This is an optimization exercise on Yosys and OpenROAD, whose aim is small area, a short achievable clock period and few clock cycles per item, not a production implementation.
In this exercise RTL edits were held to simulation tests only and were not proved equivalent to the original.
Power is estimated from default activity; no workload was simulated.

Setup of run 1:
## mac_array
module mac_array #(
  parameter int DATA_WIDTH = 8,
  parameter int ACC_WIDTH  = 16,
  parameter int NUM_LANES  = 8,
  parameter int VEC_LEN    = 8,
  parameter int SIGNED     = 1
) (
  input  logic                           clk,
  input  logic                           rst_n,
  input  logic                           clr,
  input  logic                           in_valid,
  output logic                           in_ready,
  input  logic [NUM_LANES*DATA_WIDTH-1:0] a_in,
  input  logic [DATA_WIDTH-1:0]          b_in,
  input  logic                           sat_en,
  output logic                           out_valid,
  input  logic                           out_ready,
  output logic [NUM_LANES*ACC_WIDTH-1:0] acc_out,
  output logic [NUM_LANES-1:0]           overflow,
  output logic                           busy
);
Size: ~2,600 cells after synthesis, about 250 flip-flops, about 220 I/O pins, about 0.026 sq mm of cells after synthesis.
export LEC_CHECK = 0
export CAP_MARGIN = 20
export CORE_MARGIN = 2
export CORE_UTILIZATION = 40
export SETUP_SLACK_MARGIN = 2.5
export SLEW_MARGIN = 20
create_clock -name core_clock -period 6.0 [get_ports {clk}]
standard.sh (not shown) runs the stock make flow with config.mk's settings and CLKGATE_MAP_FILE= SYNTH_SCRIPT=/design/flow/synth_recipe.tcl, a recipe that flattens the netlist after the stock synthesis.
==> flow/flow/run.sh <==
#!/bin/bash
# Own layout flow: the standard layout (standard synthesis unchanged), with each port buffered
# by a buf_2 instead of the default delay-buffer cell, and with Yosys/ABC's buffers removed at
# floorplan instead of a timing repair before placement (timing is repaired after placement).
# The make output goes to flow_make.log here.
set -euo pipefail
cd "$(dirname "$0")/.."
bash standard.sh 'BUFFER_PORTS_ARGS=-buffer_cell sky130_fd_sc_hd__buf_2' 'REMOVE_ABC_BUFFERS=1' finish > flow_make.log 2>&1
Having completed the whole flow, run 1 delivered a layout that passed the timing, DRC and antenna checks.
Testbench counts of run 1, summed over its fixed seeds: cycles 3,088, vectors 384.
For run 2, these inputs were changed with respect to run 1:
# run 1
export LEC_CHECK = 0
export CAP_MARGIN = 20
export CORE_MARGIN = 2
export CORE_UTILIZATION = 40
export SETUP_SLACK_MARGIN = 2.5
export SLEW_MARGIN = 20
create_clock -name core_clock -period 6.0 [get_ports {clk}]
# run 2
export LEC_CHECK = 0
export CAP_MARGIN = 20
export CORE_MARGIN = 2
export CORE_UTILIZATION = 40
export SETUP_SLACK_MARGIN = 1.6
export SLEW_MARGIN = 20
create_clock -name core_clock -period 6.0 [get_ports {clk}]
==> flow/flow/run.sh <==
#!/bin/bash
# Own layout flow: the standard layout (standard synthesis unchanged), with each port buffered
# by a buf_2 instead of the default delay-buffer cell. The make output goes to flow_make.log here.
set -euo pipefail
cd "$(dirname "$0")/.."
bash standard.sh 'BUFFER_PORTS_ARGS=-buffer_cell sky130_fd_sc_hd__buf_2' finish > flow_make.log 2>&1
### Flow results
Run 2 vs run 1, instance count: run 2 lower. Of run 2 and run 1, run 1 shows the higher clock skew, with run 2 below it. Run 2 reports a lower combinational power than run 1 does. Between run 1 and run 2, total power decreased. The run showing the smaller first-iteration DRC count is run 1. Run 2: share of final layout cell area taken by clock buffers and inverters 0.93 points above run 1. Routed wire length shrinks by a little under 10% when moving from run 1 to run 2.
Relative to run 2, the following input files were edited for run 3:
# run 2
export LEC_CHECK = 0
export CAP_MARGIN = 20
export CORE_MARGIN = 2
export CORE_UTILIZATION = 40
export SETUP_SLACK_MARGIN = 1.6
export SLEW_MARGIN = 20
create_clock -name core_clock -period 6.0 [get_ports {clk}]
# run 3
export LEC_CHECK = 0
export CAP_MARGIN = 20
export CORE_MARGIN = 2
export CORE_UTILIZATION = 40
export SETUP_SLACK_MARGIN = 2.0
export SLEW_MARGIN = 20
create_clock -name core_clock -period 6.0 [get_ports {clk}]
[summary]
Of run 2 and run 3, run 3 shows the higher area growth from synthesis to final layout, with run 2 below it. Diff run 2 -> run 3: final setup slack of the worst path saw an increase; combinational power saw an increase; worst ir drop on vdd saw an increase; detailed placer's ending HPWL saw a decrease. | footprint of the multi-input gates | run 3 vs run 2 | 0.0018 sq mm higher |.
## Diff of input files: run 4 against run 3
# run 3
export LEC_CHECK = 0
export CAP_MARGIN = 20
export CORE_MARGIN = 2
export CORE_UTILIZATION = 40
export SETUP_SLACK_MARGIN = 2.0
export SLEW_MARGIN = 20
create_clock -name core_clock -period 6.0 [get_ports {clk}]
# run 4
export LEC_CHECK = 0
export CAP_MARGIN = 20
export CORE_MARGIN = 2
export CORE_UTILIZATION = 40
export SETUP_SLACK_MARGIN = 2.0
export SLEW_MARGIN = 20
export TNS_END_PERCENT = 25
create_clock -name core_clock -period 6.0 [get_ports {clk}]
==> flow/flow/run.sh <==
#!/bin/bash
# Own layout flow: the standard layout (standard synthesis unchanged), with each port buffered
# by a buf_2 instead of the default delay-buffer cell, and with timing repair free to resize a cell
# to any cell of the same function (not only the same footprint).
# The make output goes to flow_make.log here.
set -euo pipefail
cd "$(dirname "$0")/.."
bash standard.sh 'BUFFER_PORTS_ARGS=-buffer_cell sky130_fd_sc_hd__buf_2' 'MATCH_CELL_FOOTPRINT=0' finish > flow_make.log 2>&1
[summary]
[compare] base=run 3 new=run 4: layout buffer count excluding clock buffers shows a reduction of about 7%, fraction of standard cell area in multi-input logic shows an increase of 0.19 points, post-route clock period utilization shows an increase of 0.31 points, maximum number of pins on one net before global-route repair shows a reduction of 32%, total of clock buffers placed in the layout shows a reduction of 18%.
Worst hold slack, run 4 and run 3: higher on run 3
Between run 4 and run 3, fmax is lower for run 4, run 3 comes in above that.
### run 4 -> run 5
# run 4
export LEC_CHECK = 0
export CAP_MARGIN = 20
export CORE_MARGIN = 2
export CORE_UTILIZATION = 40
export SETUP_SLACK_MARGIN = 2.0
export SLEW_MARGIN = 20
export TNS_END_PERCENT = 25
create_clock -name core_clock -period 6.0 [get_ports {clk}]
# run 5
export LEC_CHECK = 0
export CAP_MARGIN = 20
export CORE_MARGIN = 2
export CORE_UTILIZATION = 40
export SETUP_SLACK_MARGIN = 1.8
export SLEW_MARGIN = 20
export TNS_END_PERCENT = 10
create_clock -name core_clock -period 6.0 [get_ports {clk}]
--- outcome ---
The final worst-path cycle share in run 5 was higher than what run 4 gave. Run 5 vs run 4 on post-layout minimum cycle time: run 5 is the higher one. Run 5 vs. run 4: utilization shrank by 1.3 points; global-route wire length before repair down 4100 um; total number of nets in the final design dropped 34.

========
mac_array, a different RTL version from the one above (not shown whole).
Size: roughly 220 flip-flops, about 26000 um2 of cells after synthesis.
==> flow/design.v (excerpt) <==
module mac_array #(
  parameter int DATA_WIDTH = 8,
  parameter int ACC_WIDTH  = 16,
  parameter int NUM_LANES  = 8,
  parameter int VEC_LEN    = 8,
  parameter int SIGNED     = 1
) (
  input  logic                           clk,
  input  logic                           rst_n,
  input  logic                           clr,
  input  logic                           in_valid,
  output logic                           in_ready,
  input  logic [NUM_LANES*DATA_WIDTH-1:0] a_in,
  input  logic [DATA_WIDTH-1:0]          b_in,
  input  logic                           sat_en,
  output logic                           out_valid,
  input  logic                           out_ready,
  output logic [NUM_LANES*ACC_WIDTH-1:0] acc_out,
  output logic [NUM_LANES-1:0]           overflow,
  output logic                           busy
);
  logic [2:0] cnt;         
  logic v1;                
  logic first, last;       
  logic sat;
  logic [11:0] benc;
  logic hold, accept, step;
  assign hold = out_valid && !out_ready;
  assign step = v1 && !hold;
  assign in_ready = !clr && !(v1 && hold);
  assign accept = in_valid && in_ready;
  assign busy = (cnt != 3'd0) || (v1 && last) || out_valid;
  always_ff @(posedge clk or negedge rst_n) begin
    if (!rst_n) begin
      cnt <= '0;
  ...
export LEC_CHECK = 0
export CAP_MARGIN = 20
export CORE_MARGIN = 2
export CORE_UTILIZATION = 40
export SETUP_SLACK_MARGIN = 2.0
export SLEW_MARGIN = 20
create_clock -name core_clock -period 6.0 [get_ports {clk}]
run.sh (not shown) runs the stock make flow with config.mk's settings and CLKGATE_MAP_FILE= SYNTH_SCRIPT=/design/flow/synth_recipe.tcl, a recipe that flattens the netlist after the stock synthesis.
Stock flow here: none of the scripts above is used.
Testbench counts at the start, summed over its fixed seeds: cycles 3,088, vectors 384.
Next try:
SETUP_SLACK_MARGIN = unset   (was 2.0)
- The new run completed without violations
- sequential cell count is unchanged
- wire length went down by about 11%
- worst setup slack loses 670 ps
- first-iteration DRC count shrinks by about 11%
- die area stays the same
- utilization shrinks by 5.6 points
- total power fell by about 20%
- global-route usage decreases by 2.4 points
- synthesized cell count does not change
- final area decreases by 11%
- cell count came out lower by about 3.5%

========
== north ==
Another version of the RTL of mac_array (not shown whole).
For scale: about 3000 cells after synthesis, ~450 flip-flops.
## mac_array
module mac_array #(
  parameter int DATA_WIDTH = 8,
  parameter int ACC_WIDTH  = 16,
  parameter int NUM_LANES  = 8,
  parameter int VEC_LEN    = 8,
  parameter int SIGNED     = 1
) (
  input  logic                           clk,
  input  logic                           rst_n,
  input  logic                           clr,
  input  logic                           in_valid,
  output logic                           in_ready,
  input  logic [NUM_LANES*DATA_WIDTH-1:0] a_in,
  input  logic [DATA_WIDTH-1:0]          b_in,
  input  logic                           sat_en,
  output logic                           out_valid,
  input  logic                           out_ready,
  output logic [NUM_LANES*ACC_WIDTH-1:0] acc_out,
  output logic [NUM_LANES-1:0]           overflow,
  output logic                           busy
);
export LEC_CHECK = 0
export CAP_MARGIN = 20
export CORE_MARGIN = 2
export CORE_UTILIZATION = 40
export SETUP_SLACK_MARGIN = 2.5
export SLEW_MARGIN = 20
create_clock -name core_clock -period 6.0 [get_ports {clk}]
standard.sh (not shown) runs the stock make flow with config.mk's settings and CLKGATE_MAP_FILE= SYNTH_SCRIPT=/design/flow/synth_recipe.tcl, a recipe that flattens the netlist after the stock synthesis.
==> flow/flow/run.sh <==
#!/bin/bash
# Own layout flow: the standard layout (standard synthesis unchanged), with each port buffered
# by a buf_2 instead of the default delay-buffer cell. The make output goes to flow_make.log here.
set -euo pipefail
cd "$(dirname "$0")/.."
bash standard.sh 'BUFFER_PORTS_ARGS=-buffer_cell sky130_fd_sc_hd__buf_2' finish > flow_make.log 2>&1
Both conditions hold for north: the flow ran to the end and the final layout passed the timing, DRC and antenna checks.
Testbench counts of north, summed over its fixed seeds: cycles 3,096, vectors 384.
Inputs modified between north and south:
==> flow/run.sh (new file) <==
#!/bin/bash
# synth_recipe.tcl (not shown) runs the flow's synth.tcl, then flattens the netlist and writes it again
# the make line also repeats each setting of config.mk as NAME=value (left out here)
make -C /OpenROAD-flow-scripts/flow DESIGN_CONFIG=/design/flow/config.mk WORK_HOME=/design/flow/orfs CLKGATE_MAP_FILE= SYNTH_SCRIPT=/design/flow/synth_recipe.tcl finish
removed: flow/flow/run.sh
removed: flow/standard.sh
==> comparison <==
- Count of sequential standard cells: south vs north identical
- south ends up with a combinational cell fraction of total power that is 0.8 points higher than in north.
- Changes observed in south relative to north: met3 global-route usage picked up an extra 0.41 points; detailed-route wire length picked up an extra about 3.3%; multi-input logic cell count neither gained nor lost much; number of placed instances, taps included neither gained nor lost much; area growth from synthesis to layout picked up an extra 3.6 points.
- [compare] base=north new=south: setup slack of the critical path after layout moved down, final instance area moved up.

[separate check: timing with driven ports]
The flow's constraints put no driver on any port. The routed layouts listed below were extracted and timed again, unchanged, in two steps.
Step 1: set_driving_cell puts a clkbuf_16 on clk and a buf_2 on each other input, an assumption about the parent block.
Step 2 times the ports against the registers' clock, not the clock port: input delays grow and output delays shrink by t, the midpoint of the rising clock arrivals with the driver on.
Slacks: ideal / step 1 / step 2; pairs: ideal / step 1.
run | t (ns) | setup slack, ns | worst setup path at the end | worst slew at a driven data input, ns
run 1 | 0.675 | 1.796 / 1.796 / 1.796 | register to register | 0.11
run 2 | 0.602 | 1.724 / 1.724 / 1.724 | register to register | 0.12
run 3 | 0.615 | 1.878 / 1.878 / 1.878 | register to register | 0.13
run 4 | 0.608 | 1.859 / 1.859 / 1.859 | register to register | 0.11
run 5 | 0.612 | 1.814 / 1.814 / 1.814 | register to register | 0.11
the first run of note 2 | 0.669 | 1.353 / 1.353 / 1.353 | register to register | 0.06
the second run of note 2 | 0.656 | 0.681 / 0.681 / 0.681 | register to register | 0.11
north | 0.674 | 2.260 / 2.260 / 2.220 | input to register | 0.09
south | 0.680 | 2.232 / 2.232 / 2.194 | input to register | 0.09
After both steps setup and hold are still met in every run listed. For north, which loses most, drivers alone change the setup slack by 0.000 ns; drivers and shift together by -0.040 ns.
